This is an optimization exercise on Yosys and OpenROAD, whose aim is small area, a short achievable clock period and few clock cycles per item, not a production implementation.
Where RTL was checked, it was by simulation tests only, not by an equivalence proof against the original.

## sbox_subbytes_pipe
module sbox_subbytes_pipe
#(
   parameter int N_BYTES = 16
) (
   input  logic                 clk,
   input  logic                 rst_n,
   input  logic                 in_valid,
   output logic                 in_ready,
   input  logic [8*N_BYTES-1:0] in_data,
   input  logic                 in_inv,
   output logic                 out_valid,
   input  logic                 out_ready,
   output logic [8*N_BYTES-1:0] out_data,
   output logic                 out_inv,
   output logic                 busy
);
Size in the first run: ~270 I/O pins.
Settings: LEC_CHECK=0, ABC_AREA=1, CAP_MARGIN=20, CELL_PAD_IN_SITES_DETAIL_PLACEMENT=1, CELL_PAD_IN_SITES_GLOBAL_PLACEMENT=2, CORE_MARGIN=2, CORE_UTILIZATION=50, PLACE_DENSITY=0.6, SLEW_MARGIN=20; clock period 5.0 ns.
standard.sh (not shown) runs the stock make flow with config.mk's settings and CLKGATE_MAP_FILE= SYNTH_SCRIPT=/design/flow/synth_recipe.tcl, a recipe that flattens the netlist after the stock synthesis.
==> flow/flow/run.sh <==
#!/bin/bash
# Own flow: the standard layout, but synthesis maps the logic with an
# area-oriented ABC script (flow/abc.script) in place of ORFS's abc_area.script.
# Everything else (registers, flattening, renaming, later steps) is the standard flow.
set -euo pipefail
cd "$(dirname "$0")/.."
rm -rf myscripts
cp -r "$FLOW_HOME/scripts" myscripts
cp flow/abc.script myscripts/abc_area.script
bash standard.sh SCRIPTS_DIR="$PWD/myscripts" synth > synth.log 2>&1
bash standard.sh > layout.log 2>&1
==> flow/flow/abc.script <==
strash
dch
&get -n
&nf -R 200
&put
topo
stime -c
buffer -c
upsize -c
dnsize -c
The first run ran to the end with violations: setup timing.
Change:
==> flow/flow/abc.script (replaced) <==
strash
dch
amap
topo
stime -c
buffer -c
upsize -c
dnsize -c
CELL_PAD_IN_SITES_DETAIL_PLACEMENT = 0   (was 1)
CELL_PAD_IN_SITES_GLOBAL_PLACEMENT = 1   (was 2)
CORE_UTILIZATION = 55   (was 50)
PLACE_DENSITY = 0.65   (was 0.6)
SETUP_SLACK_MARGIN = 1.5   (was unset)
=> The changed run completed, yet does not pass: setup timing. Synthesized area fell slightly. Routed wire length is higher by about a fifth.
Change:
==> flow/run.sh (new file) <==
#!/bin/bash
# synth_recipe.tcl (not shown) runs the flow's synth.tcl, then flattens the netlist and writes it again
# the make line also repeats each setting of config.mk as NAME=value (left out here)
make -C /OpenROAD-flow-scripts/flow DESIGN_CONFIG=/design/flow/config.mk WORK_HOME=/design/flow/orfs CLKGATE_MAP_FILE= SYNTH_SCRIPT=/design/flow/synth_recipe.tcl finish
CELL_PAD_IN_SITES_DETAIL_PLACEMENT = 1   (was 0)
CELL_PAD_IN_SITES_GLOBAL_PLACEMENT = 2   (was 1)
CORE_UTILIZATION = 30   (was 55)
PLACE_DENSITY = 0.5   (was 0.65)
SETUP_SLACK_MARGIN = unset   (was 1.5)
removed: flow/flow/run.sh
removed: flow/flow/abc.script
removed: flow/standard.sh
The changed run produced a clean layout.
Utilization fell by 47 points.
Setup slack improves by 350 ps.
Synthesized cell count climbs by about 90%.
Wire length grows by about 50%.
Cell area is higher by 15%.
Via count rises by 38%.
Critical path depth drops by 1.
Change:
CELL_PAD_IN_SITES_DETAIL_PLACEMENT = 0   (was 1)
CELL_PAD_IN_SITES_GLOBAL_PLACEMENT = 1   (was 2)
CORE_UTILIZATION = 55   (was 30)
PLACE_DENSITY = 0.65   (was 0.5)
SETUP_SLACK_MARGIN = 1.5   (was unset)
Effect:
- via count went up by 22%
- design area went up by 35%
- global-route usage went up by 13 points
- clock-buffer cell count is unchanged
- synthesized area is unchanged
- synthesized cell count stays the same
- cell count stays flat
Function was not checked in any run of this note: the RTL went through the layout flow alone.


## cedar
sbox_subbytes_pipe, a different RTL version from the one above (not shown whole).
Size: about 4200 cells after synthesis, ~450 flip-flops, roughly 39000 µm² of cells after synthesis.
==> flow/config.mk <==
export PLATFORM = sky130hd
export DESIGN_NAME = sbox_subbytes_pipe
export DESIGN_NICKNAME = sbox_subbytes_pipe
export VERILOG_FILES = /design/flow/design.v
export SDC_FILE = /design/flow/constraint.sdc
export NUM_CORES = 4
export LEC_CHECK = 0
export ABC_AREA = 1
export CAP_MARGIN = 20
export CELL_PAD_IN_SITES_DETAIL_PLACEMENT = 0
export CELL_PAD_IN_SITES_GLOBAL_PLACEMENT = 1
export CORE_MARGIN = 2
export CORE_UTILIZATION = 50
export PLACE_DENSITY = 0.62
export SETUP_SLACK_MARGIN = 2.0
export SLEW_MARGIN = 20
==> flow/constraint.sdc <==
create_clock -name core_clock -period 5.0 [get_ports {clk}]
set_input_delay 1.0000 -clock core_clock [delete_from_list [all_inputs] [get_ports {clk}]]
set_output_delay 1.0000 -clock core_clock [all_outputs]
set_load 0.01 [all_outputs]
==> flow/flow/run.sh <==
#!/bin/bash
# Own flow: the standard layout (standard.sh) with two changes:
#  - synthesis maps the logic with flow/abc.script in place of ORFS's abc_area.script
#    (registers, flattening and renaming are the standard synthesis's);
#  - the port buffers that the standard flow inserts are sky130_fd_sc_hd__buf_2 cells
#    instead of the tool's default pick.
# Each step's full output goes to its own log file in this folder.
set -euo pipefail
cd "$(dirname "$0")/.."
rm -rf myscripts
cp -r "$FLOW_HOME/scripts" myscripts
cp flow/abc.script myscripts/abc_area.script
bash standard.sh SCRIPTS_DIR="$PWD/myscripts" synth > synth.log 2>&1
bash standard.sh BUFFER_PORTS_ARGS="-buffer_cell sky130_fd_sc_hd__buf_2" finish > layout.log 2>&1
==> flow/flow/abc.script <==
strash
dch
map -D 3000
topo
stime -c
buffer -c
upsize -c
dnsize -c
Testbench counts of cedar, summed over its fixed seeds: cycles 8,024, items 8,000.
### cedar -> yarrow
# cedar
export LEC_CHECK = 0
export ABC_AREA = 1
export CAP_MARGIN = 20
export CELL_PAD_IN_SITES_DETAIL_PLACEMENT = 0
export CELL_PAD_IN_SITES_GLOBAL_PLACEMENT = 1
export CORE_MARGIN = 2
export CORE_UTILIZATION = 50
export PLACE_DENSITY = 0.62
export SETUP_SLACK_MARGIN = 2.0
export SLEW_MARGIN = 20
create_clock -name core_clock -period 5.0 [get_ports {clk}]
# yarrow
export LEC_CHECK = 0
export ABC_AREA = 1
export CAP_MARGIN = 20
export CELL_PAD_IN_SITES_DETAIL_PLACEMENT = 0
export CELL_PAD_IN_SITES_GLOBAL_PLACEMENT = 1
export CORE_MARGIN = 2
export CORE_UTILIZATION = 70
export CTS_CLUSTER_DIAMETER = 100
export CTS_CLUSTER_SIZE = 30
export PLACE_DENSITY = 0.8
export SETUP_SLACK_MARGIN = 2.05
export SLEW_MARGIN = 20
create_clock -name core_clock -period 5.0 [get_ports {clk}]
==> flow/flow/abc.script <==
strash
&get -n
&dch -f
&nf -R 1000
&put
topo
stime -c
==> summary.txt <==
For the final period utilization, yarrow came in 0.24 points lower than cedar did. Routed wire length: yarrow lower than cedar. As of yarrow, die area had fallen by more than a quarter compared to cedar. In yarrow, sum of met2 wire segment lengths after detailed routing is lower than in cedar. Measured against each other, yarrow and cedar differ in worst setup slack, the higher figure coming from yarrow. Side by side, number of non-clock buffers turned out lower in yarrow than in cedar. yarrow vs cedar: inserted tap cell count down. Comparing non-clock inverter total of the final layout for yarrow and cedar, the bigger number came from cedar.
> inputs changed (yarrow -> quartz)
# yarrow
export LEC_CHECK = 0
export ABC_AREA = 1
export CAP_MARGIN = 20
export CELL_PAD_IN_SITES_DETAIL_PLACEMENT = 0
export CELL_PAD_IN_SITES_GLOBAL_PLACEMENT = 1
export CORE_MARGIN = 2
export CORE_UTILIZATION = 70
export CTS_CLUSTER_DIAMETER = 100
export CTS_CLUSTER_SIZE = 30
export PLACE_DENSITY = 0.8
export SETUP_SLACK_MARGIN = 2.05
export SLEW_MARGIN = 20
create_clock -name core_clock -period 5.0 [get_ports {clk}]
# quartz
export LEC_CHECK = 0
export ABC_AREA = 1
export CAP_MARGIN = 20
export CELL_PAD_IN_SITES_DETAIL_PLACEMENT = 0
export CELL_PAD_IN_SITES_GLOBAL_PLACEMENT = 1
export CORE_MARGIN = 2
export CORE_UTILIZATION = 50
export CTS_BUF_LIST = sky130_fd_sc_hd__clkbuf_8
export PLACE_DENSITY = 0.62
export SETUP_SLACK_MARGIN = 2.0
export SLEW_MARGIN = 20
create_clock -name core_clock -period 5.0 [get_ports {clk}]
==> flow/flow/abc.script <==
strash
dch
map -D 3000
topo
stime -c
buffer -c
upsize -c
dnsize -c
Results
Looking at the reports, quartz completed the entire flow and the layout it produced met the timing, design-rule and antenna checks. Delta(global-route met2 utilization, quartz - yarrow) < 0. From yarrow to quartz the numbers moved as follows: simple-gate area share of the yosys netlist rose by 3.1 points, placed instance count went up by about 22%, fmax saw a decrease, synthesized net count higher, share of the cycle needed by the critical path after routing +0.85 points. Normalized max-slew margin improves in quartz relative to yarrow. Going from yarrow to quartz, maximum single-stage delay on the critical path +50 ps, area share of buffers outside the clock network ~0 delta.

-- what the ideal ports hide --
How much do the figures lean on ideal ports? The routed layouts below were timed once more, with nothing changed but the port constraints. Step 1 assumes that a clkbuf_16 drives the clock port and a buf_2 every other input. Step 2, shift: input delay + t, output delay - t, t = (earliest + latest rising clock arrival at the registers) / 2. This alone moves slack from input paths to output paths. Slacks: no drivers / after step 1 / after step 2; pairs: no drivers / after step 1.
run | shift t [ns] | setup WS [ns] | worst setup path at the end
the first run of note 1 | 0.568 | -0.107 / -0.176 / 0.050 | input to register
the second run of note 1 | 0.567 | -0.158 / -0.220 / -0.219 | input to register
the third run of note 1 | 0.605 | 0.193 / 0.116 / 0.295 | input to register
the fourth run of note 1 | 0.585 | 0.541 / 0.473 / 0.808 | input to register
cedar | 0.669 | 2.067 / 2.000 / 1.852 | input to register
yarrow | 0.607 | 2.079 / 2.014 / 1.770 | input to register
quartz | 0.716 | 2.036 / 1.972 / 1.850 | input to register
For yarrow, which loses most, drivers alone change the setup slack by -0.065 ns; drivers and shift together by -0.309 ns.
